Background: an optimization exercise with open tools, aiming at small area, a short achievable clock period and few clock cycles per item. Do not read the settings as production practice.
Only simulation tests tie the RTL to the original design; equivalence was not proved.
Power is estimated from default activity; no workload was simulated.

File: flow/run.sh
#!/bin/bash
# synth_recipe.tcl (not shown) runs the flow's synth.tcl, then flattens the netlist and writes it again
# the make line also repeats each setting of config.mk as NAME=value (left out here)
make -C /OpenROAD-flow-scripts/flow DESIGN_CONFIG=/design/flow/config.mk WORK_HOME=/design/flow/orfs CLKGATE_MAP_FILE= SYNTH_SCRIPT=/design/flow/synth_recipe.tcl finish
File: flow/config.mk
export PLATFORM = sky130hd
export DESIGN_NAME = time_binned_event_histogram
export DESIGN_NICKNAME = time_binned_event_histogram
export VERILOG_FILES = /design/flow/design.v
export SDC_FILE = /design/flow/constraint.sdc
export NUM_CORES = 4
export LEC_CHECK = 0
export CAP_MARGIN = 20
export CORE_MARGIN = 2
export CORE_UTILIZATION = 35
export SLEW_MARGIN = 20
File: flow/constraint.sdc
create_clock -name core_clock -period 7.0 [get_ports {clk}]
set_input_delay 1.4000 -clock core_clock [delete_from_list [all_inputs] [get_ports {clk}]]
set_output_delay 1.4000 -clock core_clock [all_outputs]
set_load 0.01 [all_outputs]
File: flow/design.v
package tbeh_pkg;
	localparam int MAX_BINS_DEF   = 64;
	localparam int COUNT_BITS_DEF = 16;
	localparam int TIME_W      = 32;
	localparam int BOUND_W     = 40;
	localparam int BIN_COUNT_W = 7;
	localparam int OPCODE_W    = 2;
	localparam int BIN_IDX_W   = 6;
	localparam int COUNT_OUT_W = 24;
	localparam int CFG_IDX_W   = 2;
	localparam int CFG_DATA_W  = 32;
	localparam logic [OPCODE_W-1:0] OP_CLEAR = 2'd0;
	localparam logic [OPCODE_W-1:0] OP_ADD   = 2'd1;
	localparam logic [OPCODE_W-1:0] OP_READ  = 2'd2;
	localparam logic [OPCODE_W-1:0] OP_SPARE = 2'd3;
	localparam logic [CFG_IDX_W-1:0] CFG_START  = 2'd0;
	localparam logic [CFG_IDX_W-1:0] CFG_WIDTH  = 2'd1;
	localparam logic [CFG_IDX_W-1:0] CFG_COUNT  = 2'd2;
	localparam logic [CFG_IDX_W-1:0] CFG_FILTER = 2'd3;
	localparam logic [TIME_W-1:0]      RST_START = 32'd0;
	localparam logic [TIME_W-1:0]      RST_WIDTH = 32'd1;
	localparam logic [BIN_COUNT_W-1:0] RST_COUNT = 7'd50;
	typedef struct packed {
		logic clear;
		logic step;
	} cur_cmd_t;
	typedef struct packed {
		logic advance;
		logic in_range;
	} cur_stat_t;
endpackage
module tbeh_ram #(
	parameter int WIDTH = 48,
	parameter int DEPTH = 64
) (
	input  logic                                   clk,
	input  logic                                   we,
	input  logic [((DEPTH > 1) ? $clog2(DEPTH) : 1)-1:0] waddr,
	input  logic [WIDTH-1:0]                       wdata,
	input  logic                                   re,
	input  logic [((DEPTH > 1) ? $clog2(DEPTH) : 1)-1:0] raddr,
	output logic [WIDTH-1:0]                       rdata
);
	logic [WIDTH-1:0] mem_q [DEPTH];
	logic [WIDTH-1:0] rdata_q;
	always_ff @(posedge clk) begin
		if (we) begin
			mem_q[waddr] <= wdata;
		end
		if (re) begin
			rdata_q <= mem_q[raddr];
		end
	end
	assign rdata = rdata_q;
endmodule
module tbeh_cursor #(
	parameter int MAX_BINS = tbeh_pkg::MAX_BINS_DEF
) (
	input  logic                                 clk,
	input  logic                                 arst_n,
	input  tbeh_pkg::cur_cmd_t                   cmd,
	input  logic [tbeh_pkg::TIME_W-1:0]          start_time,
	input  logic [tbeh_pkg::TIME_W-1:0]          bin_width,
	input  logic [tbeh_pkg::TIME_W-1:0]          event_time,
	input  logic [$clog2(MAX_BINS + 1)-1:0]      bins_used,
	output tbeh_pkg::cur_stat_t                  stat,
	output logic [$clog2(MAX_BINS + 1)-1:0]      cursor
);
	localparam int CW = $clog2(MAX_BINS + 1);
	localparam int BW = tbeh_pkg::BOUND_W;
	localparam logic [BW-1:0] BOUND_RST =
		BW'(tbeh_pkg::RST_START) + BW'(tbeh_pkg::RST_WIDTH);
	logic [CW-1:0] cursor_q;
	logic [BW-1:0] bound_q;
	logic [BW-1:0] add_a;
	logic [BW-1:0] add_sum;
	logic          late;
	assign add_a   = cmd.clear ? BW'(start_time) : bound_q;
	assign add_sum = add_a + BW'(bin_width);
	assign late    = BW'(event_time) > bound_q;
	assign stat.in_range = cursor_q < bins_used;
	assign stat.advance  = stat.in_range && late;
	assign cursor        = cursor_q;
	always_ff @(posedge clk or negedge arst_n) begin
		if (!arst_n) begin
			cursor_q <= '0;
			bound_q  <= BOUND_RST;
		end else if (cmd.clear) begin
			cursor_q <= '0;
			bound_q  <= add_sum;
		end else if (cmd.step) begin
			cursor_q <= cursor_q + CW'(1);
			bound_q  <= add_sum;
		end
	end
endmodule
module time_binned_event_histogram #(
	parameter int MAX_BINS   = tbeh_pkg::MAX_BINS_DEF,
	parameter int COUNT_BITS = tbeh_pkg::COUNT_BITS_DEF
) (
	input  logic                                clk,
	input  logic                                arst_n,
	input  logic                                cfg_we,
	input  logic [tbeh_pkg::CFG_IDX_W-1:0]      cfg_index,
	input  logic [tbeh_pkg::CFG_DATA_W-1:0]     cfg_data,
	input  logic                                in_valid,
	output logic                                in_stall,
	input  logic [tbeh_pkg::OPCODE_W-1:0]       opcode,
	input  logic [tbeh_pkg::TIME_W-1:0]         event_time,
	input  logic                                passes_filter,
	output logic                                out_valid,
	input  logic                                out_stall,
	output logic [tbeh_pkg::BIN_IDX_W-1:0]      bin_index,
	output logic [tbeh_pkg::COUNT_OUT_W-1:0]    local_count,
	output logic [tbeh_pkg::COUNT_OUT_W-1:0]    global_count,
	output logic [tbeh_pkg::COUNT_OUT_W-1:0]    local_peak,
	output logic [tbeh_pkg::COUNT_OUT_W-1:0]    global_peak,
	output logic                                last_bin
);
	localparam int CW  = $clog2(MAX_BINS + 1);
	localparam int AW  = (MAX_BINS > 1) ? $clog2(MAX_BINS) : 1;
	localparam int CB  = COUNT_BITS;
	localparam int NW  = tbeh_pkg::BIN_COUNT_W;
	localparam int IW  = tbeh_pkg::BIN_IDX_W;
	localparam int OW  = tbeh_pkg::COUNT_OUT_W;
	localparam int TW  = tbeh_pkg::TIME_W;
	localparam logic [CB-1:0] CNT_MAX = '1;
	localparam logic [2:0] ST_IDLE = 3'd0;
	localparam logic [2:0] ST_STEP = 3'd1;
	localparam logic [2:0] ST_UPD  = 3'd2;
	localparam logic [2:0] ST_RADR = 3'd3;
	localparam logic [2:0] ST_RDAT = 3'd4;
	logic [TW-1:0]       start_q;
	logic [TW-1:0]       width_q;
	logic [NW-1:0]       count_q;
	logic                filter_q;
	logic [2:0]          state_q;
	logic [2:0]          state_d;
	logic [TW-1:0]       time_q;
	logic                pass_q;
	logic [AW-1:0]       rd_idx_q;
	logic [MAX_BINS-1:0] vld_q;
	logic                rvld_q;
	logic [CB-1:0]       lpk_q;
	logic [CB-1:0]       gpk_q;
	logic                out_valid_q;
	logic [AW-1:0]       oidx_q;
	logic [CB-1:0]       olcnt_q;
	logic [CB-1:0]       ogcnt_q;
	logic [CB-1:0]       olpk_q;
	logic [CB-1:0]       ogpk_q;
	logic                olast_q;
	logic                in_acc;
	logic                out_load;
	logic [NW-1:0]       n_full;
	logic [CW-1:0]       bins_used;
	logic [CW-1:0]       rd_next;
	logic                rd_last;
	tbeh_pkg::cur_cmd_t  cur_cmd;
	tbeh_pkg::cur_stat_t cur_stat;
	logic [CW-1:0]       cursor;
	logic                ram_we;
	logic                ram_re;
	logic [AW-1:0]       ram_waddr;
	logic [AW-1:0]       ram_raddr;
	logic [2*CB-1:0]     ram_wdata;
	logic [2*CB-1:0]     ram_rdata;
	logic [CB-1:0]       rd_local;
	logic [CB-1:0]       rd_global;
	logic [CB-1:0]       g_new;
	logic [CB-1:0]       l_new;
	logic                l_take;
	logic [CB-1:0]       gp_sel;
	always_ff @(posedge clk or negedge arst_n) begin
		if (!arst_n) begin
			start_q  <= tbeh_pkg::RST_START;
			width_q  <= tbeh_pkg::RST_WIDTH;
			count_q  <= tbeh_pkg::RST_COUNT;
			filter_q <= 1'b0;
		end else if (cfg_we) begin
			unique case (cfg_index)
				tbeh_pkg::CFG_START:  start_q  <= cfg_data;
				tbeh_pkg::CFG_WIDTH:  width_q  <= cfg_data;
				tbeh_pkg::CFG_COUNT:  count_q  <= cfg_data[NW-1:0];
				tbeh_pkg::CFG_FILTER: filter_q <= cfg_data[0];
				default: ;
			endcase
		end
	end
	always_comb begin
		if (count_q == '0) begin
			n_full = NW'(1);
		end else if (count_q > NW'(MAX_BINS)) begin
			n_full = NW'(MAX_BINS);
		end else begin
			n_full = count_q;
		end
	end
	assign bins_used = n_full[CW-1:0];
	assign rd_next   = CW'(rd_idx_q) + CW'(1);
	assign rd_last   = rd_next == bins_used;
	assign in_stall = state_q != ST_IDLE;
	assign in_acc   = in_valid && !in_stall;
	assign out_load = (state_q == ST_RDAT) && (!out_valid_q || !out_stall);
	assign cur_cmd.clear = in_acc && (opcode == tbeh_pkg::OP_CLEAR);
	assign cur_cmd.step  = (state_q == ST_STEP) && cur_stat.advance;
	tbeh_cursor #(
		.MAX_BINS (MAX_BINS)
	) u_cursor (
		.clk        (clk),
		.arst_n     (arst_n),
		.cmd        (cur_cmd),
		.start_time (start_q),
		.bin_width  (width_q),
		.event_time (time_q),
		.bins_used  (bins_used),
		.stat       (cur_stat),
		.cursor     (cursor)
	);
	assign ram_re = ((state_q == ST_STEP) && !cur_stat.advance && cur_stat.in_range) ||
		(state_q == ST_RADR);
	assign ram_raddr = (state_q == ST_RADR) ? rd_idx_q : cursor[AW-1:0];
	assign ram_we    = state_q == ST_UPD;
	assign ram_waddr = cursor[AW-1:0];
	assign ram_wdata = {l_new, g_new};
	tbeh_ram #(
		.WIDTH (2 * CB),
		.DEPTH (MAX_BINS)
	) u_ram (
		.clk   (clk),
		.we    (ram_we),
		.waddr (ram_waddr),
		.wdata (ram_wdata),
		.re    (ram_re),
		.raddr (ram_raddr),
		.rdata (ram_rdata)
	);
	assign rd_local  = rvld_q ? ram_rdata[2*CB-1:CB] : '0;
	assign rd_global = rvld_q ? ram_rdata[CB-1:0] : '0;
	assign l_take    = !filter_q || pass_q;
	assign g_new     = (rd_global == CNT_MAX) ? rd_global : rd_global + CB'(1);
	assign l_new     = (l_take && rd_local != CNT_MAX) ? rd_local + CB'(1) : rd_local;
	assign gp_sel    = (filter_q && gpk_q > lpk_q) ? gpk_q : lpk_q;
	always_comb begin
		state_d = state_q;
		unique case (state_q)
			ST_IDLE: begin
				if (in_acc) begin
					case (opcode)
						tbeh_pkg::OP_ADD:  state_d = ST_STEP;
						tbeh_pkg::OP_READ: state_d = ST_RADR;
						default:           state_d = ST_IDLE;
					endcase
				end
			end
			ST_STEP: begin
				if (cur_stat.advance) begin
					state_d = ST_STEP;
				end else if (cur_stat.in_range) begin
					state_d = ST_UPD;
				end else begin
					state_d = ST_IDLE;
				end
			end
			ST_UPD:  state_d = ST_IDLE;
			ST_RADR: state_d = ST_RDAT;
			ST_RDAT: begin
				if (out_load) begin
					state_d = rd_last ? ST_IDLE : ST_RADR;
				end
			end
			default: state_d = ST_IDLE;
		endcase
	end
	always_ff @(posedge clk or negedge arst_n) begin
		if (!arst_n) begin
			state_q     <= ST_IDLE;
			rd_idx_q    <= '0;
			vld_q       <= '0;
			rvld_q      <= 1'b0;
			lpk_q       <= '0;
			gpk_q       <= '0;
			out_valid_q <= 1'b0;
		end else begin
			state_q <= state_d;
			if (ram_re) begin
				rvld_q <= vld_q[ram_raddr];
			end
			if (cur_cmd.clear) begin
				vld_q <= '0;
				lpk_q <= '0;
				gpk_q <= '0;
			end
			if (state_q == ST_UPD) begin
				vld_q[ram_waddr] <= 1'b1;
				if (g_new > gpk_q) begin
					gpk_q <= g_new;
				end
				if (l_new > lpk_q) begin
					lpk_q <= l_new;
				end
			end
			if (in_acc && opcode == tbeh_pkg::OP_READ) begin
				rd_idx_q <= '0;
			end else if (out_load) begin
				rd_idx_q <= rd_next[AW-1:0];
			end
			if (out_load) begin
				out_valid_q <= 1'b1;
			end else if (!out_stall) begin
				out_valid_q <= 1'b0;
			end
		end
	end
	always_ff @(posedge clk) begin
		if (in_acc) begin
			time_q <= event_time;
			pass_q <= passes_filter;
		end
		if (out_load) begin
			oidx_q  <= rd_idx_q;
			olcnt_q <= rd_local;
			ogcnt_q <= rd_global;
			olpk_q  <= lpk_q;
			ogpk_q  <= gp_sel;
			olast_q <= rd_last;
		end
	end
	assign out_valid    = out_valid_q;
	assign bin_index    = IW'(oidx_q);
	assign local_count  = OW'(olcnt_q);
	assign global_count = OW'(ogcnt_q);
	assign local_peak   = OW'(olpk_q);
	assign global_peak  = OW'(ogpk_q);
	assign last_bin     = olast_q;
endmodule
==> metrics.md <==
| Metric | Value |
|---|---|
| Initial Util | 35.1% |
| Sink Count | roughly 2400 |
| Synthesized area | 100000 sq um |
| Final #Nets | 8162 |
| FMAX | 175 MHz |
| Fraction of layout cells with a size suffix above 1 | 9.57% |
| HP Class | reg -> reg |
| Cell area power density | 384 nW/um^2 |
| #FFs+latches synth | 2410 |
| Final Hold Vio Count | 0 |
| CTS max path bufs | 3 |
| Final worst path period share | slightly above 80% |
| WL/cell | around 25 um |
| RSZ-0062 raised after global routing | no |
| Vias post-DR | 65275 |
| Crit. End Element | register |
| Largest net degree at the start of global routing | 139 |
| Lkg Pwr | 0.0408 uW |
| Top cell type's share of synthesized area | 65.5% |
| H-tree depth | 4 |
| EDFF count, synth | 2184 |
| Area grow syn2layout | 14.1% |
| Die area | around 290000 sq um |
| Post-synthesis cell count | between 7000 and 8000 |
| Placed Instances | 11486 |
| Final setup fails | 0 |
| Initial DRT Pass Iterations | 7 |
| Die Wd | 539 um |
| Core Area | 285000 sq um |
| Via density | ~5.5 |
| Final Cell Area | about 110000 sq um |
| Req. time, crit path | 7.76 ns |
| Die Height | about 540 um |
| Status | complete, no violations |
| Vias in the first global route | between 60000 and 70000 |
| Max rail drop VDD | between 0.2 and 0.25 mV |
| Crit Path Class | reg -> reg |
| Hold_buf cts | 0 |
| Global-route wire length before repair | 427 mm |
| Worst hold margin | 0.452 ns |
| DP Area | 107000 sq um |
| IO Count | ~180 |
| TritonCTS buffer count | about 230 |
| Prevailing post-synth register cell | edfxtp_1 |
| DRT iter0 DRCs | 7624 |
| Clock transition at the registers of the reported paths | 0.06 ns |
| Area contributors post-synth | edfxtp_1, nand2_1, dfrtp_1, nand3_1, ha_1 |
| Worst Tran Pin Value | 1.36 ns |
| Post-CTS Setup Bufs | 0 |
| Routed wire length | between 200 and 300 mm |
| Max_cap viols | 0 |
| Root Driver | clkbuf_16 |
| Tmin final | 5.72 ns |
| Register area share after synthesis | 71.2% |
| Final HPWL DP | approximately 170 mm |
| Async set-reset flop share out of synthesis | under 10% |
| Total track usage | 19.7% |
| Resized Gates After CTS | 0 |
| Initial antenna violation count | 25 |
| GR Overflow Total | 0 |
| Core Rows | 196 |
| Final Max Tran Viols | 0 |
| Worst path arrival time | 6.48 ns |
| Worst Skew | 0.0508 ns |
| Count leader, synth | nand2_1 |
| DRC Markers | 0 |
| Max_slew headroom | 9.18% |
| Worst skew pair latency | 0.90 ns |
| Largest fanout on the critical path | 39 |
| Area leader, netlist | edfxtp_1 |
| Mapped Avg Cell Area | 12.7 sq um |
| GP Congestion | 0.882 |
| Setup TNS | 0 ns |
| CTS tree | built |
| Post-synth top cells | nand2_1, edfxtp_1, nand3_1, a31oi_1, dfrtp_1 |
| Final cell count without fillers | 11931 |
| Antenna-violating nets left | 0 |
| I/O Buffers | roughly 150 |
| Yosys Warn Count | 3 |
| Yosys cell types | between 70 and 80 |
| Startpoint types | register |
==> through the flow <==
step                      utilization [%]  power, uW  setup slack (ns)
after floorplan                         -      26400             0.335
after global placement               37.4      31200              1.19
after detailed placement             37.4      31400              1.23
after CTS                            40.1      44000              1.35
after global routing                 40.1      45700              1.01
final                                40.1      43900              1.28
==> worst max-delay path: stages, from the launching register on <==
cell	delay (ns)
dfrtp_1	0.32
buf_4	0.33
and2_1	0.27
ha_1	0.23
nand2_1	0.10
nor4_1	0.75
a31oi_1	0.34
and3_1	0.28
xnor2_1	0.15
nor2_4	0.43
ha_1	0.35
a21o_1	0.16
a21o_1	0.16
a21oi_1	0.13
o21ai_0	0.09
a2111oi_0	0.42
a211o_1	0.67
mux2_2	0.41
==> cell families after synthesis <==
group / share of synthesized area (%)
and+or+nand+nor: 14.9
DFF: 71.2
AOI/OAI and AO/OA: 6.17
buffers and inverters: 2.97
muxes: 2.51
adders and majority gates: 1.62
xor gates and xnor gates: 0.687
other: 0.00375
==> report_power, final <==
part / internal (uW) / switching [uW]
Combinational: 3860 / 9420
Sequential: 17500 / 429
Clock: 7190 / 5460
==> flip-flops by register name (all words and copies together) (netlist names), 6 cells and up <==
register	cells
ogpk_q	16
vld_q	64
lpk_q	16
count_q	7
olcnt_q	16
oidx_q	6
ogcnt_q	16
time_q	32
u_cursor.cursor_q	7
start_q	32
olpk_q	16
u_ram.rdata_q	32
rd_idx_q	6
u_cursor.bound_q	40
u_ram.mem_q	2048
width_q	32
gpk_q	16
==> area by class of cell <==
class	instances	area [sq um]
multi-input cells	4848	26800
flip-flops and latches	2410	71200
repair buffers	349	3320
inverters	117	439
diodes	7	17.5
clock buffers	292	6160
fillers	26198	171000
clock inverters	146	1510
well taps	3762	4710
==> cells in the final DEF (no fill, tap or decap), types with 16 or more instances in the layout <==
| cell type | synthesis | final |
|---|---|---|
| a211oi_1 | 40 | 38 |
| clkinv_1 | 0 | 60 |
| nand4_1 | 28 | 28 |
| clkinv_2 | 0 | 29 |
| buf_12 | 0 | 26 |
| conb_1 | 1 | 32 |
| nand2_1 | 2238 | 2236 |
| a32o_1 | 26 | 26 |
| xor2_1 | 32 | 32 |
| a32oi_1 | 16 | 16 |
| bufinv_16 | 0 | 26 |
| nand3_1 | 674 | 674 |
| mux2_2 | 110 | 110 |
| nor3_1 | 19 | 19 |
| nor2_1 | 182 | 106 |
| clkbuf_16 | 0 | 237 |
| a21o_1 | 19 | 17 |
| xnor2_1 | 44 | 27 |
| clkbuf_1 | 170 | 53 |
| xnor2_2 | 0 | 17 |
| o22ai_1 | 69 | 69 |
| edfxtp_1 | 2184 | 2184 |
| inv_1 | 117 | 115 |
| and3_1 | 219 | 218 |
| or4_1 | 20 | 20 |
| ha_1 | 128 | 128 |
| a31oi_1 | 231 | 231 |
| buf_4 | 84 | 177 |
| dfrtp_1 | 221 | 221 |
| nor2b_1 | 20 | 20 |
| o21ai_0 | 124 | 124 |
| and2_1 | 19 | 19 |
| nor4_1 | 20 | 20 |
| nor2_4 | 1 | 77 |
| a221oi_1 | 25 | 25 |
| clkdlybuf4s50_1 | 0 | 145 |
| a21oi_1 | 157 | 153 |
| a311oi_1 | 130 | 130 |
| mux2i_1 | 89 | 88 |
==> layer usage <==
layer	share of wire [%]	global-route usage, %	up-vias
met2	47	32.2	2844
li1	-	-	28894
met4	4.4	8.60	14
met1	40	26.0	32998
met3	7.9	3.08	525
met5	0.030	0	-
==> worst paths after layout <==
kind                                     start                              end  slack, ns  cells past startpoint
setup reg to reg            rvld_q$_DFFE_PN0P_               gpk_q[7]$_DFF_PN0_       1.28                     17
hold reg to reg            lpk_q[11]$_DFF_PN0_             olpk_q[11]$_DFFE_PP_       0.45                      0
setup / recovery            rvld_q$_DFFE_PN0P_               gpk_q[7]$_DFF_PN0_       1.28                     17
min in group asynchronous               arst_n  u_cursor.bound_q[8]$_DFFE_PN0P_       0.57                      1
hold / removal             lpk_q[11]$_DFF_PN0_             olpk_q[11]$_DFFE_PP_       0.45                      0
max in group asynchronous               arst_n  u_cursor.bound_q[7]$_DFFE_PN0P_       4.85                      2
Testbench counts, summed over its fixed seeds: cycles 47,737, items 10,368.

[re-timing with driven ports]
No port has a modelled driver above. Below, the same layout with a new extraction and two added sets of constraints.
Step 1 sets driving cells, clkbuf_16 on the clock port and buf_2 on the other inputs (assumed; they add their load-dependent delay and slew).
Step 2, shift: input delay + t, output delay - t, t = (earliest + latest rising clock arrival at the registers) / 2. This alone moves slack from input paths to output paths.
Three values: ideal ports, drivers, drivers and shift; two values: the first two.
shift t [ns]: 0.977
setup slack, ns: 1.280 / 1.280 / 1.202
pins driven straight from the clock port: 1
After both steps this run still meets setup and hold. For this run, drivers alone change the setup slack by 0.000 ns; drivers and shift together by -0.078 ns.
